What follows belongs to an exercise in optimizing a design on an open flow for small area and few clock cycles per item; a production flow would make more cautious choices. In this exercise RTL edits were held to simulation tests only and were not proved equivalent to the original. Power and IR drop assume default switching activity.

--- design.v ---
package plie_pkg;
  localparam int WordW  = 32;
  localparam int PosW   = 6;
  localparam int OpW    = 3;
  localparam int StatW  = 2;
  typedef enum logic [OpW-1:0] {
    OP_APPEND = 3'd0,
    OP_REMOVE = 3'd1,
    OP_INSERT = 3'd2,
    OP_ERASE  = 3'd3,
    OP_READ   = 3'd4
  } op_t;
  typedef enum logic [StatW-1:0] {
    ST_OK    = 2'd0,
    ST_FULL  = 2'd1,
    ST_RANGE = 2'd2,
    ST_EMPTY = 2'd3
  } status_t;
  typedef enum logic [1:0] {
    CELL_HOLD  = 2'd0,
    CELL_LOAD  = 2'd1,   
    CELL_SHIFT = 2'd2    
  } cell_op_t;
  typedef struct packed {
    cell_op_t           op;
    logic [WordW-1:0]   value;
  } cell_cmd_t;
endpackage
module plie_cell (
  input  logic                          clk,
  input  logic                          we,
  input  logic [plie_pkg::WordW-1:0]    value,
  output logic [plie_pkg::WordW-1:0]    entry
);
  always_ff @(posedge clk) begin
    if (we) begin
      entry <= value;
    end
  end
endmodule
module positional_insert_erase_list #(
  parameter int CAPACITY = 32
) (
  input  logic        clk,
  input  logic        rst,
  input  logic        s_tvalid,
  output logic        s_tready,
  input  logic [39:0] s_tdata,    
  input  logic [2:0]  s_tuser,    
  output logic        m_tvalid,
  input  logic        m_tready,
  output logic [39:0] m_tdata,    
  output logic [1:0]  m_tuser     
);
  localparam int CW   = $clog2(CAPACITY + 1);
  localparam int SW   = (CAPACITY > 1) ? $clog2(CAPACITY) : 1;
  localparam int CMPW = (CW > plie_pkg::PosW) ? CW : plie_pkg::PosW;
  localparam logic [CMPW-1:0] Cap = CMPW'(CAPACITY);
  localparam int Last = CAPACITY - 1;
  logic [CW-1:0]               cnt;
  logic [CW-1:0]               cnt_next;
  logic [CMPW-1:0]             cnt_ext;
  logic [CMPW-1:0]             pos_ext;
  logic [CMPW-1:0]             ins_pos;
  logic                        s_acc;
  logic                        full;
  logic                        empty;
  plie_pkg::op_t               op;
  plie_pkg::status_t           status_next;
  logic                        do_ins;
  logic                        do_era;
  logic                        rd_sel;
  logic [plie_pkg::WordW-1:0]  in_value;
  logic [SW-1:0]               map     [CAPACITY];
  logic [SW-1:0]               map_pos;
  logic [plie_pkg::WordW-1:0]  entry   [CAPACITY];
  logic                        rd_q;
  logic [SW-1:0]               rd_slot_q;
  plie_pkg::status_t           status;
  logic [plie_pkg::WordW-1:0]  read_word;
  assign s_acc    = s_tvalid && s_tready;
  assign s_tready = !m_tvalid || m_tready;
  assign op       = plie_pkg::op_t'(s_tuser);
  assign in_value = s_tdata[37:6];
  assign pos_ext  = CMPW'(s_tdata[5:0]);
  assign cnt_ext  = CMPW'(cnt);
  assign full     = (cnt_ext >= Cap);
  assign empty    = (cnt == '0);
  always_comb begin
    cnt_next    = cnt;
    status_next = plie_pkg::ST_OK;
    do_ins      = 1'b0;
    do_era      = 1'b0;
    rd_sel      = 1'b0;
    ins_pos     = pos_ext;
    unique case (op)
      plie_pkg::OP_APPEND: begin
        ins_pos = cnt_ext;
        if (full) begin
          status_next = plie_pkg::ST_FULL;
        end else begin
          do_ins   = 1'b1;
          cnt_next = cnt + CW'(1);
        end
      end
      plie_pkg::OP_REMOVE: begin
        if (empty) begin
          status_next = plie_pkg::ST_EMPTY;
        end else begin
          cnt_next = cnt - CW'(1);
        end
      end
      plie_pkg::OP_INSERT: begin
        if (pos_ext > cnt_ext) begin
          status_next = plie_pkg::ST_RANGE;
        end else if (full) begin
          status_next = plie_pkg::ST_FULL;
        end else begin
          do_ins   = 1'b1;
          cnt_next = cnt + CW'(1);
        end
      end
      plie_pkg::OP_ERASE: begin
        if (empty) begin
          status_next = plie_pkg::ST_EMPTY;
        end else if (pos_ext >= cnt_ext) begin
          status_next = plie_pkg::ST_RANGE;
        end else begin
          do_era   = 1'b1;
          cnt_next = cnt - CW'(1);
        end
      end
      plie_pkg::OP_READ: begin
        if (empty) begin
          status_next = plie_pkg::ST_EMPTY;
        end else if (pos_ext >= cnt_ext) begin
          status_next = plie_pkg::ST_RANGE;
        end else begin
          rd_sel = 1'b1;
        end
      end
      default: begin
      end
    endcase
    if (!s_acc) begin
      do_ins = 1'b0;
      do_era = 1'b0;
    end
  end
  assign map_pos = map[pos_ext[SW-1:0]];
  always_ff @(posedge clk) begin
    if (rst) begin
      for (int i = 0; i < CAPACITY; i++) begin
        map[i] <= SW'(i);
      end
    end else if (do_ins) begin
      for (int i = 0; i < CAPACITY; i++) begin
        if (CMPW'(i) == ins_pos) begin
          map[i] <= map[Last];
        end else if (i > 0 && CMPW'(i) > ins_pos) begin
          map[i] <= map[(i > 0) ? i - 1 : 0];
        end
      end
    end else if (do_era) begin
      for (int i = 0; i < CAPACITY; i++) begin
        if (i == Last) begin
          map[i] <= map_pos;
        end else if (CMPW'(i) >= pos_ext) begin
          map[i] <= map[(i < Last) ? i + 1 : Last];
        end
      end
    end
  end
  for (genvar j = 0; j < CAPACITY; j++) begin : g_slot
    plie_cell u_cell (
      .clk   (clk),
      .we    (do_ins && (map[Last] == SW'(j))),
      .value (in_value),
      .entry (entry[j])
    );
  end
  always_ff @(posedge clk) begin
    if (rst) begin
      cnt      <= '0;
      m_tvalid <= 1'b0;
    end else begin
      if (s_acc) begin
        cnt      <= cnt_next;
        m_tvalid <= 1'b1;
      end else if (m_tready) begin
        m_tvalid <= 1'b0;
      end
    end
  end
  always_ff @(posedge clk) begin
    if (s_acc) begin
      rd_q      <= rd_sel;
      rd_slot_q <= map_pos;
      status    <= status_next;
    end
  end
  always_comb begin
    read_word = '0;
    for (int j = 0; j < CAPACITY; j++) begin
      read_word = read_word | ((rd_q && rd_slot_q == SW'(j)) ? entry[j] : '0);
    end
  end
  assign m_tdata = {2'b00, CMPW'(cnt), read_word};
  assign m_tuser = status;
endmodule
--- run.sh ---
#!/bin/bash
# synth_recipe.tcl (not shown) runs the flow's synth.tcl, then flattens the netlist and writes it again
# the make line also repeats each setting of config.mk as NAME=value (left out here)
make -C /OpenROAD-flow-scripts/flow DESIGN_CONFIG=/design/flow/config.mk WORK_HOME=/design/flow/orfs CLKGATE_MAP_FILE= SYNTH_SCRIPT=/design/flow/synth_recipe.tcl finish
--- config.mk ---
export PLATFORM = sky130hd
export DESIGN_NAME = positional_insert_erase_list
export DESIGN_NICKNAME = positional_insert_erase_list
export VERILOG_FILES = /design/flow/design.v
export SDC_FILE = /design/flow/constraint.sdc
export NUM_CORES = 4
export LEC_CHECK = 0
export CAP_MARGIN = 20
export CORE_MARGIN = 2
export CORE_UTILIZATION = 40
export SLEW_MARGIN = 20
--- constraint.sdc ---
create_clock -name core_clock -period 5.0 [get_ports {clk}]
set_input_delay 1.0000 -clock core_clock [delete_from_list [all_inputs] [get_ports {clk}]]
set_output_delay 1.0000 -clock core_clock [all_outputs]
set_load 0.01 [all_outputs]
==> results of run 1 <==
## registers in the layout, indices dropped and copies added, names as in the netlist
name                 cells
cnt                      6
g_slot.u_cell.entry   1024
m_tvalid                 1
map                    160
rd_q                     1
rd_slot_q                5
status                   2
## cell type report
class,instances,area [um2]
antenna,7,17.5
clock buffer,151,3150
clock inverter,61,547
fill,10552,64300
inverter,20,75.1
multi-input combinational,1990,14300
sequential,1199,34300
tap,1625,2030
timing repair buffer,315,3070
## power by group
group	switching, mW	leakage, nW	internal, mW
combinational	0.767	6.15	0.394
clock	3.82	1.81	4.80
sequential	0.0556	10.6	10.9
total	4.64	18.6	16.1
## critical path: cells and delay by family, from the launching register on
family,cells,cell delay [ps]
and+or+nand+nor,5,1300
buffers and inverters,4,1130
DFF,1,450
AOI/OAI and AO/OA,1,210
## placed cells by master (no fill, tap or decap), types with 28 or more instances in the layout
| cell type | instances |
|---|---|
| a211oi_1 | 42 |
| buf_12 | 40 |
| clkbuf_1 | 29 |
| nand3_1 | 59 |
| nand4_1 | 92 |
| edfxtp_1 | 1032 |
| nor2_4 | 49 |
| clkbuf_16 | 121 |
| o21ai_0 | 91 |
| a22oi_1 | 329 |
| a221oi_1 | 106 |
| nor2_1 | 176 |
| buf_4 | 189 |
| clkinv_1 | 28 |
| clkdlybuf4s50_1 | 77 |
| o211ai_1 | 32 |
| mux2i_1 | 169 |
| mux2_2 | 31 |
| a21oi_1 | 116 |
| a211o_1 | 94 |
| dfxtp_1 | 163 |
| nand2_1 | 190 |
| a22o_1 | 108 |
## metal layers
layer,up-vias,track usage
met4,8,0.100
met5,-,0
li1,14367,-
met2,2142,0.430
met3,395,0.0529
met1,17623,0.382
## worst max-delay path by stage
stage	cells past startpoint	to	start	slack, ps
floorplan	11	g_slot[28].u_cell.entry[0]	s_tdata[0]	-560
global placement	8	map[18][1]	s_tuser[2]	520
detailed placement	8	map[18][4]	s_tuser[2]	520
CTS	9	m_tdata[28]	rd_slot_q[1]	3
global route	10	m_tdata[22]	rd_q	60
finish	10	m_tdata[28]	rd_q	130
## metrics by stage
step / hold WS [ps] / worst slack [ps] / TNS, ps / cells
2_1_floorplan: 450 / -560 / -285460 / 3447
3_3_place_gp: 482 / 523 / 0 / 5102
3_5_place_dp: 483 / 525 / 0 / 5104
4_1_cts: 493 / 3.01 / 0 / 5334
5_1_grt: 531 / 60.4 / 0 / 5363
6_report: 492 / 131 / 0 / 5368
## logic make-up after synthesis
family          Yosys count  synth area share
compound gates         1025             0.158
fa+ha+maj                11           0.00296
flops                  1199             0.699
xor+xnor                  5          0.000892
buf+inv                 260            0.0211
other cells               1         0.0000764
mux                     207            0.0439
simple gates            738            0.0735
## repair_timing
item                       CTS  global route
setup buffers               16            27
gates cloned                 2             0
setup endpoints to repair   29            24
resized for setup            7             5
hold buffers                 0             0
pin swaps                    7             6
==> impl_metrics.csv, run 1 <==
group,metric,value,unit
logic_synthesis,synth_area,0.0491,mm2
route,wl_met2,80600,um
timing,fin_skew,26.1,ps
min_path,hold_path_class,"flip-flop to flip-flop",
timing,fin_crit,4870,ps
floorplan,dieArea,0.126,mm2
logic_synthesis,yosys_warnings,5,
critical_path,crit_type,"flip-flop to output port",
min_path,hold_start,"map[4][4]",
grt,grt_overflow,0,
timing,max_freq,205,MHz
critical_path,cp-end-kind,"output port",
critical_path,worstRegToRegCells,11,
timing,slew_headroom,0.239,
logic_synthesis,ys_top_cells_by_area,"edfxtp_1 (63%), dfxtp_1 (6.8%), a22oi_1 (5.0%)",
floorplan,die_h,354,um
grt,grt_max_degree,148,
logic_synthesis,synth_top_area_cell,"edfxtp_1",
logic_synthesis,yosys-top-cells-count,"edfxtp_1 (1,032), a22oi_1 (329), nor2_1 (224)",
layout,fin_nets,3704,
timing,fin_crit_sh,0.974,
grt,grt_pass1_vias,32125,
route,drtIter0Drc,5039,
floorplan,coreArea,0.122,mm2
job,max-cap-violations,0,
clock_network,cts_sinks,1199,
logic_synthesis,ys_seq_area_frac,0.699,
route,vias,34535,
logic_synthesis,syn_inst,3446,
floorplan,initial_core_util,0.403,
power_and_ir_drop,ir_worst_vdd,296,uV
grt,antenna_found_initial,9,
logic_synthesis,synth_edf_count,1032,
floorplan,rows,128,
timing,finalSetupViolations,0,
placement,place.gp.congestion,0.975,
timing,slew_violations,0,
route,m1WireLength,70000,um
timing,rsz0062_at_grt,"no",
clock_network,cts_max_level,3,
route,vias_per_cell,6.43,
layout,utilization,0.472,
critical_path,path_cells,"nor2b_2 > nand2_2 > nor2_4 > buf_12 > buf_16 > buf_4 > a22oi_1 > nand3_1 > or4_1 > clkdlybuf4s50_1",
layout,final_cell_area,0.0575,mm2
placement,post_dp_cell_area,0.0534,mm2
logic_synthesis,synth_top_area_share,0.631,
placement,dp_hpwl,102000,um
layout,area_delta_synth_final,17.2,%
logic_synthesis,synth.most_common_cell,"edfxtp_1",
logic_synthesis,synth_flop_cell,"edfxtp_1",
logic_synthesis,avgSynthCellArea,14.3,um2
power_and_ir_drop,p_total,20.7,mW
route,drc,0,
critical_path,reg2reg_to,"map[5][3]",
critical_path,crit_required,4000,ps
timing,worstMarginPinSlew,1130,ps
floorplan,pin_count,91,
run_status,status,"finished clean",
route,maxUsedRoutingLayer,"met5",
logic_synthesis,synth-seq-cells,1199,
clock_network,tritoncts,"built",
min_path,hold_depth,2,
logic_synthesis,ys_async_sr_fraction,0,
clock_network,cts_buffers,120,
critical_path,cpPeakStageDelay,660,ps
placement,portBuffers,86,
route,wl_met3,18900,um
critical_path,cp.arrival,3870,ps
power_and_ir_drop,power.leakage,18.6,nW
critical_path,worst_path_max_delay_cell,"or4_1",
route,first_pass_iters,6,
power_and_ir_drop,power_density,360,mW/mm2
grt,grt_pass1_wl,246000,um
clock_network,worstSkewPairLatency,750,ps
route,post_drt_wl_per_cell,32.9,um
grt,grt_util_all_layers,0.275,
critical_path,r2r_slack,1170,ps
min_path,hold_path_end,"map[4][4]",
critical_path,cp-start-kind,"flip-flop",
route,ant_nets,0,
timing,hold_violations,0,
clock_network,cts_buffer_depth,3,
floorplan,die_x,354,um
route,wl,176000,um
clock_network,cts_root_buf,"clkbuf_16",
critical_path,r2r_start,"cnt[5]",
logic_synthesis,synthDistinctLibCells,88,
critical_path,path_max_fanout,12,
layout,drive_gt1_frac,0.149,
clock_network,cts.clk_slew.worst_paths,60,ps
Testbench counts, summed over its fixed seeds: cycles 6,408, items 6,400.
==> inputs of run 2 (changes only) <==
--- a/design.v
+++ b/design.v
@@ -38,2 +38,85 @@
     end
+  end
+endmodule
+module plie_map_next #(
+  parameter int INDEX = 0,
+  parameter int SW    = 5
+) (
+  input  logic          rst,
+  input  logic          rst_n,
+  input  logic          sel_l,
+  input  logic          sel_r,
+  input  logic          sel_m,
+  input  logic [SW-1:0] left,
+  input  logic [SW-1:0] right,
+  input  logic [SW-1:0] move,
+  output logic [SW-1:0] d
+);
+  localparam logic [SW-1:0] Init = SW'(INDEX);
+  for (genvar b = 0; b < SW; b++) begin : g_bit
+    logic y_n;
+    plie_aoi222 u_aoi (
+      .s ({sel_m, sel_r, sel_l}),
+      .b ({move[b], right[b], left[b]}),
+      .y (y_n)
+    );
+    if (Init[b]) begin : g_one
+      assign d[b] = !(y_n && rst_n);
+    end else begin : g_zero
+      assign d[b] = !(y_n || rst);
+    end
+  end
+endmodule
+module plie_sel_bit #(
+  parameter int N = 32
+) (
+  input  logic [N-1:0] sel,
+  input  logic [N-1:0] bits,
+  output logic         y
+);
+  localparam int G = (N + 2) / 3;
+  logic [3*G-1:0] s3;
+  logic [3*G-1:0] b3;
+  logic [G-1:0]   grp_n;
+  assign s3 = (3*G)'(sel);
+  assign b3 = (3*G)'(bits);
+  for (genvar g = 0; g < G; g++) begin : g_grp
+    plie_aoi222 u_aoi (
+      .s (s3[3*g +: 3]),
+      .b (b3[3*g +: 3]),
+      .y (grp_n[g])
+    );
+  end
+  assign y = !(&grp_n);
+endmodule
+module plie_aoi222 (
+  input  logic [2:0] s,
+  input  logic [2:0] b,
+  output logic       y
+);
+  assign y = !(|(s & b));
+endmodule
+module plie_onehot #(
+  parameter int N  = 32,
+  parameter int SW = 5
+) (
+  input  logic          en,
+  input  logic [SW-1:0] slot,
+  output logic [N-1:0]  sel
+);
+  for (genvar j = 0; j < N; j++) begin : g_sel
+    assign sel[j] = en && (slot == SW'(j));
+  end
+endmodule
+module plie_pos_dec #(
+  parameter int N  = 32,
+  parameter int SW = 5
+) (
+  input  logic [SW-1:0] p,
+  output logic [N-1:0]  ge,
+  output logic [N-1:0]  at
+);
+  for (genvar i = 0; i < N; i++) begin : g_dec
+    assign ge[i] = (SW'(i) >= p);
+    assign at[i] = (SW'(i) == p);
   end
@@ -149,26 +232,78 @@
   end
-  assign map_pos = map[pos_ext[SW-1:0]];
-  always_ff @(posedge clk) begin
-    if (rst) begin
-      for (int i = 0; i < CAPACITY; i++) begin
-        map[i] <= SW'(i);
-      end
-    end else if (do_ins) begin
-      for (int i = 0; i < CAPACITY; i++) begin
-        if (CMPW'(i) == ins_pos) begin
-          map[i] <= map[Last];
-        end else if (i > 0 && CMPW'(i) > ins_pos) begin
-          map[i] <= map[(i > 0) ? i - 1 : 0];
-        end
-      end
-    end else if (do_era) begin
-      for (int i = 0; i < CAPACITY; i++) begin
-        if (i == Last) begin
-          map[i] <= map_pos;
-        end else if (CMPW'(i) >= pos_ext) begin
-          map[i] <= map[(i < Last) ? i + 1 : Last];
-        end
-      end
-    end
-  end
+  logic [CAPACITY-1:0] ge;
+  logic [CAPACITY-1:0] at;
+  plie_pos_dec #(
+    .N  (CAPACITY),
+    .SW (SW)
+  ) u_pos_dec (
+    .p  (ins_pos[SW-1:0]),
+    .ge (ge),
+    .at (at)
+  );
+  for (genvar b = 0; b < SW; b++) begin : g_map_pos
+    logic [CAPACITY-1:0] bits;
+    for (genvar i = 0; i < CAPACITY; i++) begin : g_bit
+      assign bits[i] = map[i][b];
+    end
+    plie_sel_bit #(
+      .N (CAPACITY)
+    ) u_sel (
+      .sel  (at),
+      .bits (bits),
+      .y    (map_pos[b])
+    );
+  end
+  logic do_mv;
+  assign do_mv = do_ins || do_era;
+  for (genvar i = 0; i < CAPACITY; i++) begin : g_map
+    logic          sel_l;    
+    logic          sel_m;    
+    logic          en;
+    logic [SW-1:0] left;
+    logic [SW-1:0] right;
+    logic [SW-1:0] d;
+    if (i == 0) begin : g_first
+      assign left  = '0;
+      assign sel_l = 1'b0;
+      assign sel_m = !do_era;
+    end else begin : g_mid_l
+      assign left  = map[i-1];
+      assign sel_l = !do_era && ge[i-1];
+      assign sel_m = !do_era && !ge[i-1];
+    end
+    if (i == Last) begin : g_last
+      assign right = map_pos;
+    end else begin : g_mid_r
+      assign right = map[i+1];
+    end
+    assign en = rst || (do_mv && ge[i]);
+    plie_map_next #(
+      .INDEX (i),
+      .SW    (SW)
+    ) u_next (
+      .rst   (rst),
+      .rst_n (!rst),
+      .sel_l (sel_l),
+      .sel_r (do_era),
+      .sel_m (sel_m),
+      .left  (left),
+      .right (right),
+      .move  (map[Last]),
+      .d     (d)
+    );
+    always_ff @(posedge clk) begin
+      if (en) begin
+        map[i] <= d;
+      end
+    end
+  end
+  logic [CAPACITY-1:0] we;
+  plie_onehot #(
+    .N  (CAPACITY),
+    .SW (SW)
+  ) u_we (
+    .en   (do_ins),
+    .slot (map[Last]),
+    .sel  (we)
+  );
   for (genvar j = 0; j < CAPACITY; j++) begin : g_slot
@@ -176,3 +311,3 @@
       .clk   (clk),
-      .we    (do_ins && (map[Last] == SW'(j))),
+      .we    (we[j]),
       .value (in_value),
@@ -201,7 +336,23 @@
   end
-  always_comb begin
-    read_word = '0;
-    for (int j = 0; j < CAPACITY; j++) begin
-      read_word = read_word | ((rd_q && rd_slot_q == SW'(j)) ? entry[j] : '0);
-    end
+  logic [CAPACITY-1:0] rd_oh;
+  plie_onehot #(
+    .N  (CAPACITY),
+    .SW (SW)
+  ) u_rd (
+    .en   (rd_q),
+    .slot (rd_slot_q),
+    .sel  (rd_oh)
+  );
+  for (genvar b = 0; b < plie_pkg::WordW; b++) begin : g_rd
+    logic [CAPACITY-1:0] bits;
+    for (genvar j = 0; j < CAPACITY; j++) begin : g_bit
+      assign bits[j] = entry[j][b];
+    end
+    plie_sel_bit #(
+      .N (CAPACITY)
+    ) u_sel (
+      .sel  (rd_oh),
+      .bits (bits),
+      .y    (read_word[b])
+    );
   end
--- a/config.mk
+++ b/config.mk
@@ -10,2 +10,6 @@
 export CORE_UTILIZATION = 40
+export CTS_CLUSTER_DIAMETER = 60
+export CTS_CLUSTER_SIZE = 30
 export SLEW_MARGIN = 20
+export SYNTH_HIERARCHICAL = 1
+export SYNTH_MINIMUM_KEEP_SIZE = 0
==> impl_metrics.csv, run 2 <==
group,metric,value,unit
power_and_ir_drop,power_density,384,mW/mm2
logic_synthesis,synth_top_area_share,0.786,
critical_path,crit_type,"flip-flop to output port",
clock_network,cts_max_level,3,
timing,tns,0,ps
layout,area_delta_synth_final,18.3,%
layout,largest_register,"g_slot.u_cell.entry",
power_and_ir_drop,power.leakage,16.9,nW
grt,grt_pass1_wl,188000,um
route,vias_per_cell,6.50,
grt,grt_max_degree,106,
critical_path,cp-end-kind,"output port",
critical_path,path_max_fanout,18,
timing,finalSetupViolations,0,
clock_network,cts_hold_buf,0,
placement,dp.cells,4245,
floorplan,initial_core_util,0.404,
placement,place.gp.congestion,0.895,
grt,grt_pass1_vias,27444,
min_path,hold_path_class,"flip-flop to flip-flop",
timing,fin_crit_sh,0.986,
layout,largest_reg_flops,1024,
logic_synthesis,synth_edf_count,1192,
floorplan,dieArea,0.117,mm2
grt,grt_util_all_layers,0.218,
job,max-cap-violations,0,
run_status,status,"finished clean",
logic_synthesis,synth_flop_cell,"edfxtp_1",
floorplan,coreArea,0.113,mm2
critical_path,crit_required,4000,ps
layout,layout_common_cells,"edfxtp_1 (1,192), a222oi_1 (567), nor2_1 (156)",
placement,dp_hpwl,80100,um
route,drc,0,
timing,hold_violations,0,
logic_synthesis,ys_async_sr_fraction,0,
timing,worstMarginPinSlew,1050,ps
layout,reg_top3,"g_slot.u_cell.entry (1024), map (160), cnt (6)",
critical_path,cp.arrival,3930,ps
timing,fin_skew,29.8,ps
floorplan,die_h,341,um
clock_network,cts_buffer_depth,3,
timing,slew_violations,0,
power_and_ir_drop,ir_worst_vdd,295,uV
clock_network,cts_sinks,1199,
route,drtIter0Drc,6583,
logic_synthesis,synth_top_area_cell,"edfxtp_1",
route,ant_nets,0,
timing,fin_crit,4930,ps
layout,fin_cells,4459,
clock_network,cts.clk_slew.worst_paths,80,ps
clock_network,cts_root_buf,"clkbuf_16",
logic_synthesis,ys_seq_area_frac,0.789,
layout,n_fill_cell,9333,
floorplan,die_x,341,um
timing,slew_headroom,0.298,
logic_synthesis,yosys-top-cells-count,"edfxtp_1 (1,192), a222oi_1 (567), nor2_1 (220)",
layout,drive_gt1_frac,0.153,
clock_network,tritoncts,"built",
critical_path,cp-start-kind,"flip-flop",
floorplan,rows,123,
logic_synthesis,synth_area,0.0455,mm2
logic_synthesis,syn_inst,2513,
floorplan,pin_count,91,
route,first_pass_iters,17,
grt,antenna_found_initial,9,
route,wl,131000,um
layout,fin_nets,2937,
logic_synthesis,avgSynthCellArea,18.1,um2
logic_synthesis,synth-seq-cells,1199,
logic_synthesis,ys_top_cells_by_area,"edfxtp_1 (79%), a222oi_1 (12%), nor2_1 (1.8%)",
clock_network,cts_buffers,87,
grt,grt_overflow,0,
layout,layout.cells.most_common,"edfxtp_1",
route,post_drt_wl_per_cell,29.4,um
logic_synthesis,synth.most_common_cell,"edfxtp_1",
timing,max_freq,203,MHz
placement,portBuffers,86,
route,vias,28976,
logic_synthesis,yosys_warnings,11,
logic_synthesis,synthDistinctLibCells,49,
clock_network,worstSkewPairLatency,700,ps
-- run 2: worst paths after layout --
path	slack, ps	end	depth (start not counted)	startpoint
setup / recovery	70	m_tdata[6]	8	rd_slot_q[4]
hold / removal	550	m_tvalid	2	m_tvalid
setup reg to reg	1290	g_slot[10].u_cell.entry[3]	12	cnt[4]
hold reg to reg	550	m_tvalid	2	m_tvalid
-- run 2: cell families after synthesis --
kind of cell               count (synthesis)  synth area share
DFF                                     1199             0.789
AOI/OAI and AO/OA                        641             0.136
and+or+nand+nor                          559            0.0597
buffers and inverters                     52           0.00572
other                                     39           0.00322
adders and majority gates                 11           0.00319
muxes                                      7           0.00165
xor gates and xnor gates                   5          0.000962
-- run 2: area by class of cell --
type | instances | area [um2] | area share
repair buffers | 256 | 2500 | 0.0464
diodes | 5 | 12.5 | 0.000232
well taps | 1500 | 1880 | 0.0348
clock inverters | 73 | 1100 | 0.0205
clock buffers | 91 | 2230 | 0.0415
inverters | 15 | 56.3 | 0.00105
multi-input cells | 1320 | 10100 | 0.188
flip-flops and latches | 1199 | 35900 | 0.667
-- run 2: layer usage --
layer | vias up | track usage | wire (um)
met5 | - | 0 | 27
met1 | 14522 | 0.301 | 50400
met4 | 4 | 0.0585 | 3780
li1 | 12165 | - | -
met2 | 2010 | 0.356 | 62500
met3 | 275 | 0.0388 | 14400
-- run 2: modules after synthesis (local to each module, per instance), a selection --
module	copies in the design	flip-flops and latches	area, um2	cells
positional_insert_erase_list	1	175	6540	387
plie_cell	32	32	961	32
plie_aoi222	567	0	10.0	1
-- run 2: repair_timing --
action                     in CTS  in global routing
cloned                          9                  1
resized for setup               7                 12
setup endpoints to repair      31                 22
setup buffers                  25                 10
pin swaps                      17                  7
-- run 2: power by group --
group          switching [mW]  internal (mW)
Sequential              0.141           11.2
Combinational           0.890          0.500
Clock                    4.19           3.75
Total                    5.22           15.4
-- run 2: through the flow --
| stage | worst slack (ps) | hold slack, ps | cell area, um2 | total power, mW | utilization |
|---|---|---|---|---|---|
| global route | -10.9 | 585 | 53800 | 21.2 | 0.478 |
| floorplan | 133 | 561 | 45700 | 12.1 | - |
| finish | 68.3 | 552 | 53900 | 20.7 | 0.478 |
| CTS | -75.4 | 552 | 53800 | 20.7 | 0.478 |
| detailed placement | 295 | 532 | 50100 | 12.9 | 0.445 |
| global placement | 353 | 517 | 50100 | 12.8 | 0.445 |
-- run 2: critical path, cell delays in order, from the launching register on --
cell,delay (ps)
edfxtp_1,380
buf_4,190
or4b_4,690
nor2_4,460
buf_4,370
a222oi_1,150
nand4_1,230
or3_1,200
clkdlybuf4s50_1,560
Testbench counts of run 2, summed over its fixed seeds: cycles 6,408, items 6,400.
==> inputs of run 3 (changes only) <==
--- a/design.v
+++ b/design.v
@@ -57,7 +57,11 @@
     logic y_n;
-    plie_aoi222 u_aoi (
-      .s ({sel_m, sel_r, sel_l}),
-      .b ({move[b], right[b], left[b]}),
-      .y (y_n)
-    );
+    if (INDEX == 0) begin : g_no_left
+      assign y_n = !((sel_m && move[b]) || (sel_r && right[b]));
+    end else begin : g_left
+      plie_aoi222 u_aoi (
+        .s ({sel_m, sel_r, sel_l}),
+        .b ({move[b], right[b], left[b]}),
+        .y (y_n)
+      );
+    end
     if (Init[b]) begin : g_one
@@ -76,12 +80,10 @@
 );
-  localparam int G = (N + 2) / 3;
-  logic [3*G-1:0] s3;
-  logic [3*G-1:0] b3;
-  logic [G-1:0]   grp_n;
-  assign s3 = (3*G)'(sel);
-  assign b3 = (3*G)'(bits);
-  for (genvar g = 0; g < G; g++) begin : g_grp
+  localparam int F = N / 3;
+  localparam int R = N % 3;
+  localparam int G = F + ((R > 0) ? 1 : 0);
+  logic [G-1:0] grp_n;
+  for (genvar g = 0; g < F; g++) begin : g_grp
     plie_aoi222 u_aoi (
-      .s (s3[3*g +: 3]),
-      .b (b3[3*g +: 3]),
+      .s (sel[3*g +: 3]),
+      .b (bits[3*g +: 3]),
       .y (grp_n[g])
@@ -89,2 +91,5 @@
   end
+  if (R > 0) begin : g_rest
+    assign grp_n[F] = !(|(sel[N-1:3*F] & bits[N-1:3*F]));
+  end
   assign y = !(&grp_n);
--- a/config.mk
+++ b/config.mk
@@ -9,4 +9,4 @@
 export CORE_MARGIN = 2
-export CORE_UTILIZATION = 40
-export CTS_CLUSTER_DIAMETER = 60
+export CORE_UTILIZATION = 60
+export CTS_CLUSTER_DIAMETER = 70
 export CTS_CLUSTER_SIZE = 30
==> impl_metrics.csv, run 3 <==
group,metric,value,unit
critical_path,crit_required,4000,ps
grt,grt_overflow,0,
layout,fin_cells,3742,
floorplan,initial_core_util,0.609,
floorplan,die_h,279,um
logic_synthesis,synthDistinctLibCells,52,
grt,grt_pass1_vias,27315,
floorplan,pin_count,91,
route,ant_nets,0,
clock_network,cts_hold_buf,0,
route,wl_met2,61200,um
critical_path,cp-end-kind,"output port",
logic_synthesis,avgSynthCellArea,18.4,um2
layout,fin_nets,2793,
grt,antenna_found_initial,8,
placement,post_dp_cell_area,0.0495,mm2
grt,grt_util_all_layers,0.329,
timing,fin_skew,37.1,ps
timing,fin_crit_sh,0.991,
logic_synthesis,synth_top_area_share,0.787,
placement,dp_hpwl,78600,um
logic_synthesis,ys_async_sr_fraction,0,
critical_path,worstRegToRegCells,11,
logic_synthesis,yosys-top-cells-count,"edfxtp_1 (1,192), a222oi_1 (525), nor2_1 (220)",
critical_path,startpoint,"rd_q",
logic_synthesis,synth_top_area_cell,"edfxtp_1",
layout,layout.cells.most_common,"edfxtp_1",
logic_synthesis,synth-seq-cells,1199,
layout,utilization,0.688,
timing,hold_violations,0,
layout,layout_common_cells,"edfxtp_1 (1,192), a222oi_1 (525), nor2_1 (156)",
clock_network,cts_root_buf,"clkbuf_16",
route,wl_met3,16100,um
route,maxUsedRoutingLayer,"met5",
min_path,hold_start,"m_tvalid",
placement,dp_slack,292,ps
clock_network,tritoncts,"built",
layout,n_fill_cell,4798,
placement,portBuffers,86,
route,first_pass_iters,15,
critical_path,cp-start-kind,"flip-flop",
placement,place.gp.congestion,0.941,
clock_network,cts_buffer_depth,3,
layout,area_delta_synth_final,13.0,%
route,drtIter0Drc,6263,
route,vias_per_cell,7.64,
route,m1WireLength,47400,um
grt,grt_pass1_wl,184000,um
layout,ff_latch_area,0.0359,mm2
power_and_ir_drop,ir_worst_vdd,411,uV
power_and_ir_drop,power_density,353,mW/mm2
logic_synthesis,yosys_warnings,11,
layout,final_cell_area,0.0514,mm2
logic_synthesis,ys_seq_area_frac,0.790,
timing,fin_crit,4960,ps
critical_path,cp.arrival,3960,ps
route,drc,0,
timing,slew_violations,0,
layout,largest_register,"g_slot.u_cell.entry",
floorplan,coreArea,0.0747,mm2
clock_network,worstSkewPairLatency,670,ps
timing,finalSetupViolations,0,
logic_synthesis,synth.most_common_cell,"edfxtp_1",
clock_network,cts.clk_slew.worst_paths,100,ps
timing,tns,0,ps
logic_synthesis,synth_flop_cell,"edfxtp_1",
placement,dp.cells,3628,
clock_network,cts_max_level,2,
route,wl,130000,um
clock_network,cts_sinks,1199,
timing,postLayoutSetupSlackWorst,42.7,ps
floorplan,dieArea,0.0780,mm2
route,vias,28596,
layout,largest_reg_flops,1024,
layout,reg_top3,"g_slot.u_cell.entry (1024), map (160), cnt (6)",
floorplan,rows,100,
logic_synthesis,syn_inst,2476,
timing,hold_slack,559,ps
power_and_ir_drop,p_total,18.1,mW
critical_path,crit_type,"flip-flop to output port",
logic_synthesis,synth_edf_count,1192,
critical_path,r2r_start,"cnt[5]",
layout,multiInputGateArea,0.00981,mm2
job,max-cap-violations,0,
clock_network,cts_buffers,53,
route,post_drt_wl_per_cell,34.8,um
timing,worstMarginPinSlew,1140,ps
min_path,hold_depth,2,
logic_synthesis,ys_top_cells_by_area,"edfxtp_1 (79%), a222oi_1 (12%), nor2_1 (1.8%)",
floorplan,die_x,279,um
timing,max_freq,202,MHz
power_and_ir_drop,power.leakage,15.9,nW
timing,slew_headroom,0.238,
run_status,status,"finished clean",
layout,drive_gt1_frac,0.133,
logic_synthesis,synth_area,0.0455,mm2
timing,rsz0062_at_grt,"yes",
grt,grt_max_degree,73,
critical_path,path_max_fanout,12,
min_path,hold_path_class,"flip-flop to flip-flop",
run 3: changes by cell type in the layout (fill, tap and decap cells not counted), moves of 36 or more:
cell,before,now
a22o_1,0,37
or4_4,0,37
conb_1,87,3
a222oi_1,567,525
or3_1,38,2
nand2_1,97,133
nand3_1,42,5
run 3: final timing paths:
check,endpoint,slack [ps]
worst max-delay path,m_tdata[10],40
worst min-delay path,m_tvalid,560
worst max register to register,g_slot[1].u_cell.entry[17],1310
worst min register to register,m_tvalid,560
run 3: cells by family after synthesis:
family	count (synthesis)	share of synthesized area
compound gates	641	0.135
other cells	2	0.000165
fa+ha+maj	11	0.00319
xor+xnor	5	0.000963
flops	1199	0.790
buf+inv	52	0.00572
mux	7	0.00165
simple gates	559	0.0629
run 3: final cells by class:
cell class / count / area share
multi-input cells: 1230 / 0.191
flip-flops and latches: 1199 / 0.699
inverters: 15 / 0.00110
repair buffers: 236 / 0.0508
clock buffers: 57 / 0.0265
diodes: 5 / 0.000243
clock inverters: 31 / 0.00786
well taps: 969 / 0.0236
run 3: routing by layer:
layer,up-vias,GRT usage
met1,14324,0.462
met3,317,0.0519
met4,4,0.124
li1,11802,-
met5,-,0
met2,2149,0.527
run 3: per-module statistics from Yosys, one instance, submodules excluded, a selection:
module / cell area, um2 / cells
plie_aoi222: 10.0 / 1
plie_cell: 961 / 32
positional_insert_erase_list: 6540 / 387
run 3: timing repair:
action,in CTS,in global routing
buffers inserted,1,16
cloned,2,2
pin swaps,3,8
endpoints found under the setup margin,6,29
resized for setup,1,4
endpoints found under the hold margin,0,0
run 3: where the power goes:
group          switching (mW)  internal (mW)  total, mW
Clock                    3.09           2.28       5.37
Combinational           0.845          0.565       1.41
Sequential              0.161           11.2       11.4
Total                    4.10           14.0       18.1
run 3: critical path, cell delays in order (launching register included):
cell	delay, ps
edfxtp_1	590
nand4bb_1	630
nor2_4	720
buf_4	370
a222oi_1	130
nand4_1	130
or4_4	180
clkdlybuf4s50_1	540
Testbench counts of run 3, summed over its fixed seeds: cycles 6,408, items 6,400.
==> inputs of run 4 (changes only) <==
--- a/design.v
+++ b/design.v
@@ -46,2 +46,3 @@
   input  logic          rst_n,
+  input  logic          sel_h,
   input  logic          sel_l,
@@ -49,2 +50,3 @@
   input  logic          sel_m,
+  input  logic [SW-1:0] q,
   input  logic [SW-1:0] left,
@@ -56,16 +58,13 @@
   for (genvar b = 0; b < SW; b++) begin : g_bit
-    logic y_n;
+    logic any;
     if (INDEX == 0) begin : g_no_left
-      assign y_n = !((sel_m && move[b]) || (sel_r && right[b]));
+      assign any = (sel_h && q[b]) || (sel_r && right[b]) || (sel_m && move[b]);
     end else begin : g_left
-      plie_aoi222 u_aoi (
-        .s ({sel_m, sel_r, sel_l}),
-        .b ({move[b], right[b], left[b]}),
-        .y (y_n)
-      );
+      assign any = (sel_h && q[b]) || (sel_l && left[b]) ||
+                   (sel_r && right[b]) || (sel_m && move[b]);
     end
     if (Init[b]) begin : g_one
-      assign d[b] = !(y_n && rst_n);
+      assign d[b] = any || !rst_n;
     end else begin : g_zero
-      assign d[b] = !(y_n || rst);
+      assign d[b] = any && !rst;
     end
@@ -263,5 +262,6 @@
   for (genvar i = 0; i < CAPACITY; i++) begin : g_map
+    logic          sel_h;    
     logic          sel_l;    
+    logic          sel_r;    
     logic          sel_m;    
-    logic          en;
     logic [SW-1:0] left;
@@ -272,7 +272,5 @@
       assign sel_l = 1'b0;
-      assign sel_m = !do_era;
     end else begin : g_mid_l
       assign left  = map[i-1];
-      assign sel_l = !do_era && ge[i-1];
-      assign sel_m = !do_era && !ge[i-1];
+      assign sel_l = do_ins && ge[i-1];
     end
@@ -283,3 +281,5 @@
     end
-    assign en = rst || (do_mv && ge[i]);
+    assign sel_h = !(do_mv && ge[i]);
+    assign sel_r = do_era && ge[i];
+    assign sel_m = do_ins && at[i];
     plie_map_next #(
@@ -290,5 +290,7 @@
       .rst_n (!rst),
+      .sel_h (sel_h),
       .sel_l (sel_l),
-      .sel_r (do_era),
+      .sel_r (sel_r),
       .sel_m (sel_m),
+      .q     (map[i]),
       .left  (left),
@@ -299,5 +301,3 @@
     always_ff @(posedge clk) begin
-      if (en) begin
-        map[i] <= d;
-      end
+      map[i] <= d;
     end
==> impl_metrics.csv, run 4 <==
group,metric,value,unit
layout,utilization,0.677,
grt,grt_pass1_vias,27757,
critical_path,crit_required,4000,ps
power_and_ir_drop,p_sw_frac,0.219,
clock_network,cts_buffers,51,
logic_synthesis,synthDistinctLibCells,60,
logic_synthesis,avgSynthCellArea,16.9,um2
floorplan,coreArea,0.0743,mm2
timing,rsz0062_at_grt,"no",
layout,fin_cells,3882,
min_path,hold_path_class,"flip-flop to flip-flop",
timing,hold_violations,0,
logic_synthesis,synth-seq-cells,1199,
power_and_ir_drop,power.switching,3.82,mW
placement,place.gp.congestion,0.958,
clock_network,tritoncts,"built",
critical_path,cp-end-kind,"output port",
logic_synthesis,ys_seq_area_frac,0.763,
logic_synthesis,synth_top_area_cell,"edfxtp_1",
route,wl,131000,um
clock_network,cts_buffer_depth,3,
critical_path,worstRegToRegCells,9,
route,vias_per_cell,7.58,
route,m1WireLength,48900,um
placement,dp_hpwl,77300,um
timing,slew_headroom,0.266,
route,maxUsedRoutingLayer,"met5",
layout,largest_reg_flops,1024,
logic_synthesis,synth_flop_cell,"edfxtp_1",
power_and_ir_drop,ir_worst_vdd,390,uV
layout,reg_top3,"g_slot.u_cell.entry (1024), map (160), cnt (6)",
power_and_ir_drop,p_total,17.4,mW
grt,grt_util_all_layers,0.334,
layout,fin_nets,2936,
timing,tns,0,ps
clock_network,cts_max_level,2,
critical_path,path_max_fanout,22,
floorplan,initial_core_util,0.605,
layout,drive_gt1_frac,0.116,
logic_synthesis,synth_area,0.0450,mm2
timing,slew_violations,0,
route,wl_met2,60100,um
placement,dp.cells,3785,
timing,worstMarginPinSlew,1100,ps
logic_synthesis,synth_edf_count,1032,
route,vias,29440,
logic_synthesis,yosys-top-cells-count,"edfxtp_1 (1,032), a222oi_1 (455), dfxtp_1 (167)",
clock_network,worstSkewPairLatency,680,ps
job,max-cap-violations,0,
critical_path,cp.arrival,3940,ps
route,first_pass_iters,13,
clock_network,cts.clk_slew.worst_paths,110,ps
clock_network,cts_hold_buf,0,
route,drc,0,
critical_path,cp-start-kind,"flip-flop",
logic_synthesis,synth.most_common_cell,"edfxtp_1",
logic_synthesis,yosys_warnings,11,
route,drtIter0Drc,6432,
critical_path,crit_type,"flip-flop to output port",
layout,layout_common_cells,"edfxtp_1 (1,032), a222oi_1 (455), dfxtp_1 (167)",
floorplan,pin_count,91,
timing,max_freq,202,MHz
timing,fin_crit,4940,ps
route,wl_met3,16900,um
layout,largest_register,"g_slot.u_cell.entry",
layout,n_fill_cell,4964,
grt,grt_max_degree,88,
grt,grt_pass1_wl,189000,um
power_and_ir_drop,power_density,346,mW/mm2
timing,fin_crit_sh,0.988,
floorplan,die_x,278,um
timing,hold_slack,537,ps
floorplan,rows,100,
clock_network,cts_sinks,1199,
timing,finalSetupViolations,0,
power_and_ir_drop,pwr-share-comb,0.063,
logic_synthesis,synth_top_area_share,0.689,
logic_synthesis,syn_inst,2659,
grt,grt_overflow,0,
route,ant_nets,0,
layout,layout.cells.most_common,"edfxtp_1",
timing,fin_skew,38.9,ps
logic_synthesis,ys_top_cells_by_area,"edfxtp_1 (69%), a222oi_1 (10%), dfxtp_1 (7.4%)",
placement,portBuffers,86,
floorplan,die_h,278,um
power_and_ir_drop,power_frac_seq,0.631,
min_path,hold_depth,2,
power_and_ir_drop,clockPowerShare,0.307,
run_status,status,"finished clean",
logic_synthesis,ys_async_sr_fraction,0,
power_and_ir_drop,power.leakage,15.8,nW
layout,area_delta_synth_final,11.8,%
grt,antenna_found_initial,5,
floorplan,dieArea,0.0772,mm2
power_and_ir_drop,p_int,13.6,mW
route,post_drt_wl_per_cell,33.7,um
clock_network,cts_root_buf,"clkbuf_16",
==> run 4: cell count changes after synthesis, moves of 70 or more <==
cell	previous run	this run
nand3_1	5	86
edfxtp_1	1192	1032
a222oi_1	525	455
a21oi_1	15	86
a22oi_1	5	150
nor2_1	220	111
and2_1	2	98
dfxtp_1	7	167
==> run 4: logic make-up (layout without fill, tap and decap cells) <==
group,Yosys count,count (layout),synth area share
buf+inv,55,302,0.00673
other cells,2,7,0.000167
flops,1199,1199,0.763
compound gates,755,755,0.148
mux,7,7,0.00167
xor+xnor,5,5,0.000973
fa+ha+maj,11,11,0.00323
simple gates,625,627,0.0767
==> run 4: area by class of cell <==
class,instances,area [um2],share of cell area
Inverter,16,60.1,0.00119
Clock buffer,58,1340,0.0266
Multi-Input combinational cell,1408,10900,0.216
Tap cell,969,1210,0.0241
Antenna cell,4,10.0,0.000199
Clock inverter,26,369,0.00733
Sequential cell,1199,34300,0.682
Timing Repair Buffer,202,2120,0.0421
==> run 4: per-stage QoR <==
step,worst slack [ps],cell area (um2)
3_5_place_dp,209,48500
2_1_floorplan,264,45000
5_1_grt,14.7,50300
6_report,58.9,50300
4_1_cts,17.1,50300
3_3_place_gp,311,48500
==> run 4: power groups by stage <==
| stage | combinational, mW | sequential [mW] | clock [mW] |
|---|---|---|---|
| floorplan | 0.487 | 11.2 | 0 |
| global placement | 1.04 | 11.2 | 0 |
| detailed placement | 1.07 | 11.2 | 0 |
| CTS | 1.08 | 11.0 | 5.38 |
| global route | 1.15 | 11.0 | 5.74 |
| finish | 1.09 | 11.0 | 5.34 |
==> run 4: routing by layer <==
metal | track usage | vias up
li1 | - | 12241
met1 | 0.486 | 14682
met2 | 0.525 | 2252
met3 | 0.0517 | 263
met4 | 0.109 | 2
met5 | 0 | -
==> run 4: per-module statistics from Yosys (local to each module, per instance), excerpt <==
| module | cells | flip-flops and latches | times used |
|---|---|---|---|
| positional_insert_erase_list | 416 | 175 | 1 |
| plie_aoi222 | 1 | 0 | 370 |
| plie_cell | 32 | 32 | 32 |
==> run 4: worst paths after layout <==
path,startpoint,end,slack [ps]
worst max-delay path,rd_slot_q[0],m_tdata[23],60
worst min register to register,m_tvalid,m_tvalid,540
worst min-delay path,m_tvalid,m_tvalid,540
worst max register to register,cnt[4],g_slot[16].u_cell.entry[16],1340
==> run 4: critical path, cell delays in order (launching register included) <==
cell             delay [ps]
edfxtp_1                460
nand2b_2                490
nor2_4                  880
buf_4                   380
a222oi_1                150
nand4_1                 170
or4_4                   160
clkdlybuf4s50_1         570
==> run 4: repair_timing <==
action                                  in CTS  in global routing
gates cloned                                 2                  0
gates resized for setup                      6                  2
endpoints found under the hold margin        0                  0
setup buffers                                3                  4
endpoints found under the setup margin      28                 15
pin swaps                                    4                  2
Testbench counts of run 4, summed over its fixed seeds: cycles 6,408, items 6,400.
==> inputs of run 5 (changes only) <==
==> flow/run.sh (new file) <==
#!/bin/bash
# The standard layout, with clock tree synthesis told not to add dummy loads
# (the cluster settings are those of config.mk). Each step's full output is
# in orfs/logs; the make run's own output goes to standard.log.
set -euo pipefail
export CTS_ARGS="-sink_clustering_enable -repair_clock_nets -sink_clustering_size 30 -sink_clustering_max_diameter 70 -dont_use_dummy_load"
bash standard.sh finish > standard.log 2>&1
==> standard.sh (new file) <==
#!/bin/bash
# synth_recipe.tcl (not shown) runs the flow's synth.tcl, then flattens the netlist and writes it again
# the make line also repeats each setting of config.mk as NAME=value (left out here)
make -C /OpenROAD-flow-scripts/flow DESIGN_CONFIG=/design/flow/config.mk WORK_HOME=/design/flow/orfs CLKGATE_MAP_FILE= SYNTH_SCRIPT=/design/flow/synth_recipe.tcl "${@:-finish}"
removed: run.sh
==> impl_metrics.csv, run 5 <==
group,metric,value,unit
floorplan,rows,100,
layout,reg_top3,"g_slot.u_cell.entry (1024), map (160), cnt (6)",
critical_path,reg2reg_to,"g_slot[16].u_cell.entry[16]",
critical_path,r2r_start,"cnt[4]",
critical_path,worstRegToRegCells,9,
timing,fin_skew,94.4,ps
timing,slew_violations,0,
clock_network,cts_root_buf,"clkbuf_16",
timing,postLayoutSetupSlackWorst,-30.9,ps
logic_synthesis,synth_edf_count,1032,
layout,fin_cells,3854,
floorplan,coreArea,0.0743,mm2
timing,max_freq,199,MHz
logic_synthesis,ys_async_sr_fraction,0,
grt,antenna_found_initial,5,
route,ant_nets,0,
route,wl,131000,um
floorplan,die_x,278,um
timing,hold_slack,534,ps
grt,grt_max_degree,88,
layout,area_delta_synth_final,11.0,%
clock_network,cts_sinks,1199,
layout,largest_register,"g_slot.u_cell.entry",
floorplan,dieArea,0.0772,mm2
clock_network,cts_max_level,2,
power_and_ir_drop,clockPowerShare,0.277,
critical_path,cp-start-kind,"flip-flop",
critical_path,crit_required,4000,ps
logic_synthesis,syn_inst,2659,
logic_synthesis,synthDistinctLibCells,60,
power_and_ir_drop,p_sw_frac,0.213,
clock_network,worstSkewPairLatency,680,ps
route,drc,0,
placement,place.gp.congestion,0.958,
layout,final_cell_area,0.0499,mm2
floorplan,pin_count,91,
placement,dp_slack,209,ps
power_and_ir_drop,ir_worst_vdd,385,uV
critical_path,cp-end-kind,"output port",
timing,slew_headroom,0.269,
timing,hold_violations,0,
layout,multiInputGateArea,0.0109,mm2
critical_path,crit_type,"flip-flop to output port",
layout,layout_common_cells,"edfxtp_1 (1,032), a222oi_1 (455), dfxtp_1 (167)",
layout,fin_nets,2941,
grt,grt_pass1_wl,189000,um
grt,grt_pass1_vias,27770,
logic_synthesis,synth_top_area_share,0.689,
timing,rsz0062_at_grt,"no",
timing,fin_crit,5030,ps
critical_path,critPathCapture,"m_tdata[0]",
run_status,status,"failed layout checks",
placement,post_dp_cell_area,0.0485,mm2
grt,grt_util_all_layers,0.334,
route,vias_per_cell,7.62,
logic_synthesis,yosys_warnings,11,
logic_synthesis,yosys-top-cells-count,"edfxtp_1 (1,032), a222oi_1 (455), dfxtp_1 (167)",
placement,portBuffers,86,
route,drtIter0Drc,6394,
logic_synthesis,synth_flop_cell,"edfxtp_1",
power_and_ir_drop,power_density,334,mW/mm2
layout,drive_gt1_frac,0.109,
clock_network,tritoncts,"built",
clock_network,cts_buffers,51,
clock_network,cts_buffer_depth,3,
power_and_ir_drop,power_frac_seq,0.657,
clock_network,cts.clk_slew.worst_paths,110,ps
power_and_ir_drop,power.switching,3.55,mW
power_and_ir_drop,pwr-share-comb,0.065,
job,max-cap-violations,0,
grt,grt_overflow,0,
route,vias,29376,
placement,dp_hpwl,77300,um
timing,finalSetupViolations,1,
logic_synthesis,avgSynthCellArea,16.9,um2
logic_synthesis,synth.most_common_cell,"edfxtp_1",
min_path,hold_path_class,"flip-flop to flip-flop",
layout,layout.cells.most_common,"edfxtp_1",
layout,utilization,0.672,
logic_synthesis,synth-seq-cells,1199,
critical_path,path_max_fanout,10,
logic_synthesis,synth_area,0.0450,mm2
route,first_pass_iters,12,
layout,largest_reg_flops,1024,
power_and_ir_drop,p_int,13.1,mW
placement,dp.cells,3785,
logic_synthesis,ys_seq_area_frac,0.763,
run_status,so_faults,"negative setup slack",
logic_synthesis,ys_top_cells_by_area,"edfxtp_1 (69%), a222oi_1 (10%), dfxtp_1 (7.4%)",
power_and_ir_drop,power.leakage,15.6,nW
logic_synthesis,synth_top_area_cell,"edfxtp_1",
timing,fin_crit_sh,1.01,
floorplan,die_h,278,um
layout,n_fill_cell,5003,
critical_path,r2r_slack,1370,ps
route,post_drt_wl_per_cell,33.9,um
floorplan,initial_core_util,0.605,
critical_path,startpoint,"rd_slot_q[3]",
layout,ff_latch_area,0.0343,mm2
clock_network,cts_hold_buf,0,
timing,worstMarginPinSlew,1090,ps
critical_path,cp.arrival,4030,ps
-- run 5: cell counts after synthesis --
Identical to the previous run, type by type.
-- run 5: power groups by stage --
stage	clock [mW]	sequential, mW	combinational, mW
floorplan	0	11.2	0.487
global placement	0	11.2	1.04
detailed placement	0	11.2	1.07
CTS	4.68	11.0	1.08
global route	5.02	11.0	1.15
finish	4.63	11.0	1.09
-- run 5: timing repair --
item                       in CTS  in global routing
setup buffers                   2                  9
gates cloned                    2                  1
pin swaps                       3                  8
gates resized for setup         3                  3
setup endpoints to repair      25                 18
-- run 5: worst min-delay path by stage --
| stage | start | to | slack (ps) | cells past startpoint |
|---|---|---|---|---|
| finish | m_tvalid | m_tvalid | 530 | 2 |
| global route | m_tvalid | m_tvalid | 550 | 2 |
| CTS | map[28][2] | map[28][2] | 530 | 2 |
| detailed placement | map[28][2] | map[28][2] | 520 | 2 |
| global placement | m_tvalid | m_tvalid | 510 | 2 |
| floorplan | map[22][2] | map[22][2] | 480 | 2 |
-- run 5: cells by family (layout without fill, tap and decap cells) --
logic type	Yosys count	in the layout	synth area share
adder cells (fa/ha/maj)	11	11	0.00323
other	2	7	0.000167
buffers and inverters	55	273	0.00673
XOR/XNOR	5	5	0.000973
flip-flops	1199	1199	0.763
AO/OA/AOI/OAI	755	755	0.148
AND/OR/NAND/NOR	625	628	0.0767
multiplexers	7	7	0.00167
-- run 5: cell type report --
type | instances | area share
antenna | 4 | 0.000200
sequential | 1199 | 0.688
tap | 969 | 0.0243
clock buffer | 51 | 0.0256
timing repair buffer | 206 | 0.0430
multi-input combinational | 1409 | 0.218
inverter | 16 | 0.00120
-- run 5: modules after synthesis (local to each module, per instance), a selection --
module                        area [um2]  flops+latches  cells  times used
plie_cell                            961             32     32          32
positional_insert_erase_list        5160            175    416           1
plie_aoi222                         10.0              0      1         370
-- run 5: critical path, cell delays in order (launching register included) --
cell and delay (ps):
edfxtp_1 510, nand4b_1 680, nor2_2 1040, a222oi_1 180
nand4_1 250, or4_4 180, clkdlybuf4s50_1 540
-- run 5: stage by stage --
step	total power [mW]	setup TNS [ps]
final	16.7	-30.9
after global routing	17.2	0
after CTS	16.7	0
after detailed placement	12.3	0
after global placement	12.2	0
after floorplan	11.7	0
-- run 5: per-layer routing --
layer  track usage  vias to the layer above  wire, um  share of wire
met4         0.115                        2      5310          0.041
met2         0.523                     2222     59800           0.46
met3        0.0536                      314     16600           0.13
met1         0.482                    14625     49000           0.37
met5             0                        -        13       0.000099
li1              -                    12213         -              -
==> inputs of run 6 (changes only) <==
==> flow/run.sh (replaced) <==
#!/bin/bash
# The standard layout, with two changes: clock tree synthesis adds no dummy
# loads (the cluster settings are those of config.mk), and the port buffers
# are buf_1 cells. Each step's full output is in orfs/logs; the make run's
# own output goes to standard.log.
set -euo pipefail
export CTS_ARGS="-sink_clustering_enable -repair_clock_nets -sink_clustering_size 30 -sink_clustering_max_diameter 70 -dont_use_dummy_load"
export BUFFER_PORTS_ARGS="-buffer_cell sky130_fd_sc_hd__buf_1"
bash standard.sh finish > standard.log 2>&1
==> impl_metrics.csv, run 6 <==
group,metric,value,unit
run_status,status,"finished clean",
logic_synthesis,ys_async_sr_fraction,0,
placement,post_dp_cell_area,0.0479,mm2
route,wl,134000,um
placement,dp.cells,3787,
min_path,hold_depth,2,
logic_synthesis,avgSynthCellArea,16.9,um2
clock_network,cts_buffers,51,
timing,slew_violations,0,
layout,area_delta_synth_final,9.48,%
critical_path,reg2reg_to,"g_slot[3].u_cell.entry[8]",
placement,portBuffers,86,
timing,tns,0,ps
timing,hold_violations,0,
grt,grt_util_met1,0.487,
power_and_ir_drop,p_int,13.0,mW
logic_synthesis,synth_edf_count,1032,
critical_path,r2r_slack,1400,ps
floorplan,dieArea,0.0772,mm2
power_and_ir_drop,p_sw_frac,0.214,
logic_synthesis,synthDistinctLibCells,60,
critical_path,cpPeakStageDelay,960,ps
layout,largest_register,"g_slot.u_cell.entry",
floorplan,coreArea,0.0743,mm2
floorplan,rows,100,
clock_network,cts_hold_buf,0,
route,drc,0,
layout,layout_common_cells,"edfxtp_1 (1,032), a222oi_1 (455), dfxtp_1 (167)",
route,drtIter0Drc,6247,
power_and_ir_drop,power_density,337,mW/mm2
grt,grt_max_degree,88,
logic_synthesis,synth_top_area_cell,"edfxtp_1",
layout,utilization,0.663,
logic_synthesis,synth_area,0.0450,mm2
clock_network,cts.clk_slew.worst_paths,90,ps
logic_synthesis,yosys-top-cells-count,"edfxtp_1 (1,032), a222oi_1 (455), dfxtp_1 (167)",
timing,worstMarginPinSlew,1160,ps
route,first_pass_iters,14,
layout,layout.cells.most_common,"edfxtp_1",
logic_synthesis,synth_flop_cell,"edfxtp_1",
clock_network,cts_buffer_depth,3,
critical_path,worst_path_max_delay_cell,"nor2_4",
timing,fin_skew,87.7,ps
clock_network,post_cts.resized_instances,0,
clock_network,post_cts_buffers,0,
timing,fin_crit_sh,0.991,
critical_path,r2r_start,"cnt[4]",
layout,drive_gt1_frac,0.110,
route,ant_nets,0,
critical_path,startpoint,"rd_q",
floorplan,die_h,278,um
clock_network,cts_sinks,1199,
grt,grt_pass1_wl,193000,um
power_and_ir_drop,pwr-share-comb,0.059,
logic_synthesis,synth-seq-cells,1199,
floorplan,pin_count,91,
min_path,hold_path_class,"flip-flop to flip-flop",
clock_network,cts_root_buf,"clkbuf_16",
clock_network,worstSkewPairLatency,670,ps
placement,place.gp.congestion,0.914,
job,max-cap-violations,0,
layout,reg_top3,"g_slot.u_cell.entry (1024), map (160), cnt (6)",
grt,grt_util_met3,0.0601,
critical_path,cp.arrival,3960,ps
clock_network,tritoncts,"built",
timing,slew_headroom,0.227,
logic_synthesis,ys_seq_area_frac,0.763,
logic_synthesis,yosys_warnings,11,
logic_synthesis,syn_inst,2659,
power_and_ir_drop,clockPowerShare,0.279,
clock_network,cts_max_level,2,
critical_path,critPathCapture,"m_tdata[12]",
grt,grt_overflow,0,
timing,max_freq,202,MHz
placement,dp_hpwl,80500,um
logic_synthesis,ys_top_cells_by_area,"edfxtp_1 (69%), a222oi_1 (10%), dfxtp_1 (7.4%)",
critical_path,cp-end-kind,"output port",
grt,grt_util_all_layers,0.343,
critical_path,crit_type,"flip-flop to output port",
critical_path,worstRegToRegCells,10,
critical_path,crit_cells,7,
layout,largest_reg_flops,1024,
timing,rsz0062_at_grt,"no",
critical_path,cp_num_buf_inv,2,
floorplan,die_x,278,um
critical_path,path_delay_family,"simple AND/OR/NAND/NOR gates",
layout,fin_nets,2929,
timing,finalSetupViolations,0,
floorplan,initial_core_util,0.605,
power_and_ir_drop,ir_worst_vdd,283,uV
grt,met2_usage,0.545,
critical_path,cp-start-kind,"flip-flop",
power_and_ir_drop,power.leakage,15.4,nW
logic_synthesis,synth_top_area_share,0.689,
power_and_ir_drop,power.switching,3.55,mW
grt,grt_pass1_vias,28205,
power_and_ir_drop,power_frac_seq,0.662,
timing,fin_crit,4960,ps
logic_synthesis,synth.most_common_cell,"edfxtp_1",
critical_path,path_max_fanout,19,
critical_path,crit_required,4000,ps
route,vias,29400,
route,post_drt_wl_per_cell,34.8,um
route,vias_per_cell,7.65,
layout,final_cell_area,0.0493,mm2
layout,fin_cells,3842,
grt,grt-busiest-layer,"met2",
critical_path,path_cells,"nand4b_1 > nor2_4 > buf_4 > a222oi_1 > nand4_1 > or4_4 > buf_1",
grt,antenna_found_initial,5,
-- run 6: cell counts after synthesis --
No cell type changed its count.
-- run 6: cells by family (layout without fill, tap and decap cells) --
| logic type | count (synthesis) | after routing | share of synthesized area |
|---|---|---|---|
| flops | 1199 | 1199 | 0.763 |
| other cells | 2 | 7 | 0.000167 |
| compound gates | 755 | 755 | 0.148 |
| buf+inv | 55 | 264 | 0.00673 |
| xor+xnor | 5 | 5 | 0.000973 |
| mux | 7 | 7 | 0.00167 |
| fa+ha+maj | 11 | 11 | 0.00323 |
| simple gates | 625 | 625 | 0.0767 |
-- run 6: per-stage QoR --
stage | power, mW | hold slack (ps) | setup WS [ps]
finish | 16.6 | 539 | 44.3
global placement | 12.1 | 509 | 550
floorplan | 11.7 | 484 | 264
CTS | 16.6 | 536 | 117
global route | 17.0 | 561 | 34.5
detailed placement | 12.2 | 516 | 510
-- run 6: worst min path at each step --
stage	to	slack, ps	from
after floorplan	map[22][2]	480	map[22][2]
after global placement	m_tvalid	510	m_tvalid
after detailed placement	map[2][1]	520	map[2][1]
after CTS	map[2][1]	540	map[2][1]
after global routing	map[10][3]	560	map[10][3]
final	m_tvalid	540	m_tvalid
-- run 6: worst min-delay path: stages (launching register included) --
cell,delay [ps]
dfxtp_1,330
nand2b_4,90
a21oi_1,70
-- run 6: per-module statistics from Yosys, one instance, submodules excluded, a selection --
module | times used | flops+latches | cell area, um2
positional_insert_erase_list | 1 | 175 | 5160
plie_cell | 32 | 32 | 961
plie_aoi222 | 370 | 0 | 10.0
-- run 6: layout make-up --
| class | count | area [um2] |
|---|---|---|
| fillers | 5086 | 25100 |
| well taps | 969 | 1210 |
| repair buffers | 197 | 1520 |
| inverters | 16 | 60.1 |
| multi-input cells | 1406 | 10900 |
| clock buffers | 51 | 1280 |
| diodes | 4 | 10.0 |
| flip-flops and latches | 1199 | 34300 |
-- run 6: power by group through the flow --
stage          Combinational (mW)  Clock [mW]  Sequential (mW)
5_1_grt                      1.05        5.00             11.0
3_3_place_gp                0.941           0             11.2
4_1_cts                     0.973        4.67             11.0
2_1_floorplan               0.487           0             11.2
3_5_place_dp                0.971           0             11.2
6_report                    0.984        4.62             11.0
-- run 6: per-layer routing --
metal	wire length [um]	vias up
met4	4880	2
met5	9	-
met1	49700	14751
met3	16600	281
li1	-	12180
met2	62600	2186
==> inputs of run 7 (changes only) <==
--- a/design.v
+++ b/design.v
@@ -163,4 +163,6 @@
   logic [plie_pkg::WordW-1:0]  entry   [CAPACITY];
-  logic                        rd_q;
-  logic [SW-1:0]               rd_slot_q;
+  localparam int LW = (SW > 1) ? 2 : 1;
+  localparam int HW = (SW > LW) ? SW - LW : 1;
+  logic [(1<<LW)-1:0]          rd_lo_n;
+  logic [(1<<HW)-1:0]          rd_hi_n;
   plie_pkg::status_t           status;
@@ -336,4 +338,8 @@
     if (s_acc) begin
-      rd_q      <= rd_sel;
-      rd_slot_q <= map_pos;
+      for (int k = 0; k < (1 << LW); k++) begin
+        rd_lo_n[k] <= !(rd_sel && (map_pos[LW-1:0] == LW'(k)));
+      end
+      for (int k = 0; k < (1 << HW); k++) begin
+        rd_hi_n[k] <= !(rd_sel && ((SW > LW) ? (HW'(map_pos >> LW) == HW'(k)) : 1'b1));
+      end
       status    <= status_next;
@@ -342,10 +348,5 @@
   logic [CAPACITY-1:0] rd_oh;
-  plie_onehot #(
-    .N  (CAPACITY),
-    .SW (SW)
-  ) u_rd (
-    .en   (rd_q),
-    .slot (rd_slot_q),
-    .sel  (rd_oh)
-  );
+  for (genvar j = 0; j < CAPACITY; j++) begin : g_rd_oh
+    assign rd_oh[j] = !(rd_lo_n[j % (1 << LW)] || rd_hi_n[j >> LW]);
+  end
   for (genvar b = 0; b < plie_pkg::WordW; b++) begin : g_rd
==> impl_metrics.csv, run 7 <==
group,metric,value,unit
logic_synthesis,ys_async_sr_fraction,0,
timing,fin_crit_sh,0.910,
critical_path,path_max_fanout,19,
clock_network,post_cts.resized_instances,0,
grt,grt_util_met1,0.475,
critical_path,worst_path_max_delay_cell,"edfxtp_1",
floorplan,rows,100,
critical_path,crit_required,4000,ps
route,post_drt_wl_per_cell,33.9,um
layout,final_cell_area,0.0493,mm2
route,vias_per_cell,7.62,
placement,dp_slack,357,ps
route,drc,0,
floorplan,die_h,278,um
route,ant_nets,0,
timing,slew_headroom,0.214,
critical_path,crit_type,"flip-flop to output port",
clock_network,cts_buffers,53,
floorplan,initial_core_util,0.606,
timing,rsz0062_at_grt,"no",
grt,antenna_found_initial,4,
logic_synthesis,yosys-top-cells-count,"edfxtp_1 (1,038), a222oi_1 (455), nand2_1 (169)",
grt,grt_util_met3,0.0561,
timing,worstMarginPinSlew,1180,ps
clock_network,cts_max_level,2,
run_status,status,"finished clean",
floorplan,dieArea,0.0774,mm2
placement,post_dp_cell_area,0.0480,mm2
critical_path,cp-start-kind,"flip-flop",
logic_synthesis,yosys_warnings,11,
critical_path,path_cells,"nor2_4 > buf_4 > a222oi_1 > nand4_1 > or4_4 > buf_1",
route,wl,131000,um
route,drtIter0Drc,6070,
critical_path,cp-end-kind,"output port",
floorplan,pin_count,91,
critical_path,r2r_slack,1120,ps
layout,area_delta_synth_final,9.42,%
timing,finalSetupViolations,0,
logic_synthesis,synth_top_area_cell,"edfxtp_1",
timing,fin_skew,71.4,ps
clock_network,cts_root_buf,"clkbuf_16",
layout,fin_nets,2951,
grt,met2_usage,0.528,
grt,grt-busiest-layer,"met2",
timing,hold_slack,537,ps
clock_network,worstSkewPairLatency,670,ps
logic_synthesis,synth_flop_cell,"edfxtp_1",
logic_synthesis,avgSynthCellArea,16.9,um2
min_path,hold_path_class,"flip-flop to flip-flop",
logic_synthesis,ys_top_cells_by_area,"edfxtp_1 (69%), a222oi_1 (10%), dfxtp_1 (7.4%)",
critical_path,cpPeakStageDelay,830,ps
logic_synthesis,synth_area,0.0451,mm2
power_and_ir_drop,power.leakage,15.4,nW
logic_synthesis,synth_top_area_share,0.691,
logic_synthesis,synth-seq-cells,1205,
placement,dp_hpwl,80700,um
placement,portBuffers,86,
logic_synthesis,synth.most_common_cell,"edfxtp_1",
timing,tns,0,ps
timing,hold_violations,0,
grt,grt_pass1_wl,189000,um
timing,slew_violations,0,
layout,n_fill_cell,5116,
timing,fin_crit,4550,ps
placement,dp.cells,3806,
layout,layout.cells.most_common,"edfxtp_1",
power_and_ir_drop,power_density,330,mW/mm2
clock_network,cts_sinks,1205,
power_and_ir_drop,p_total,16.3,mW
layout,largest_reg_flops,1024,
logic_synthesis,synth_edf_count,1038,
-- run 7: changes by cell type in the layout (fill, tap and decap cells not counted), moves of 4 or more --
cell	before	now
edfxtp_1	1032	1038
buf_4	84	101
nand2_1	162	169
buf_12	25	15
a21oi_1	86	90
buf_1	57	66
clkbuf_2	25	17
-- run 7: modules after synthesis, one instance, submodules excluded, a selection --
| module | flip-flops and latches | cell area [um2] |
|---|---|---|
| plie_cell | 32 | 961 |
| positional_insert_erase_list | 181 | 5490 |
| plie_aoi222 | 0 | 10.0 |
-- run 7: layer usage --
metal	routed length, um	vias up
met5	0	-
met4	5060	0
met3	15600	268
met2	60500	2068
met1	49700	14856
li1	-	12234
-- run 7: worst paths after layout --
path	from	endpoint	cells past startpoint
max	rd_lo_n[1]	m_tdata[31]	6
max reg2reg	cnt[3]	g_slot[14].u_cell.entry[31]	10
min reg2reg	map[16][4]	map[16][4]	2
min	map[16][4]	map[16][4]	2
-- run 7: logic make-up (layout without fill, tap and decap cells) --
logic type                 after synthesis  count (layout)  share of synthesized area
AOI/OAI and AO/OA                      761             761                      0.148
xor gates and xnor gates                 5               5                   0.000971
adders and majority gates               11              11                    0.00322
buffers and inverters                   54             272                    0.00597
DFF                                   1205            1205                      0.765
muxes                                    7               7                    0.00167
other                                    2               5                   0.000167
and+or+nand+nor                        627             627                     0.0746
-- run 7: where the power goes --
part	internal, mW	switching [mW]
sequential	10.9	0.0682
combinational	0.148	0.395
clock	1.89	2.83
-- run 7: cell type report --
cell class                 count  area (um2)  share of cell area
antenna                        2        5.00            0.000101
clock buffer                  53        1330              0.0269
inverter                      15        56.3             0.00114
multi-input combinational   1414       10800               0.219
sequential                  1205       34500               0.700
tap                          969        1210              0.0246
timing repair buffer         204        1430              0.0290
-- run 7: tightest hold or removal path, delay by kind of cell, from the launching register on --
family           cells  cell delay [ps]
flip-flops           1              350
AND/OR/NAND/NOR      2              150
Testbench counts of run 7, summed over its fixed seeds: cycles 6,408, items 6,400.

==> what the ideal ports hide <==
The results above use ideal ports. As a check the final layouts listed here were re-extracted and re-timed, cells and wires unchanged.
Step 1 assumes that a clkbuf_16 drives the clock port and a buf_2 every other input.
Step 2 also shifts input and output timing later by t, the mid clock arrival at the registers, as if the neighbouring blocks saw the same clock.
Slacks: ideal ports / drivers / drivers and shift; pairs: ideal ports / drivers.
run	shift t [ns]	setup slack, ns
run 1	0.806	0.131 / 0.065 / 0.446
run 2	0.760	0.068 / -0.006 / 0.158
run 3	0.713	0.043 / -0.025 / 0.220
run 4	0.728	0.059 / -0.010 / 0.093
run 5	0.702	-0.031 / -0.099 / 0.051
run 6	0.699	0.044 / -0.026 / 0.357
run 7	0.694	0.452 / 0.385 / 0.210
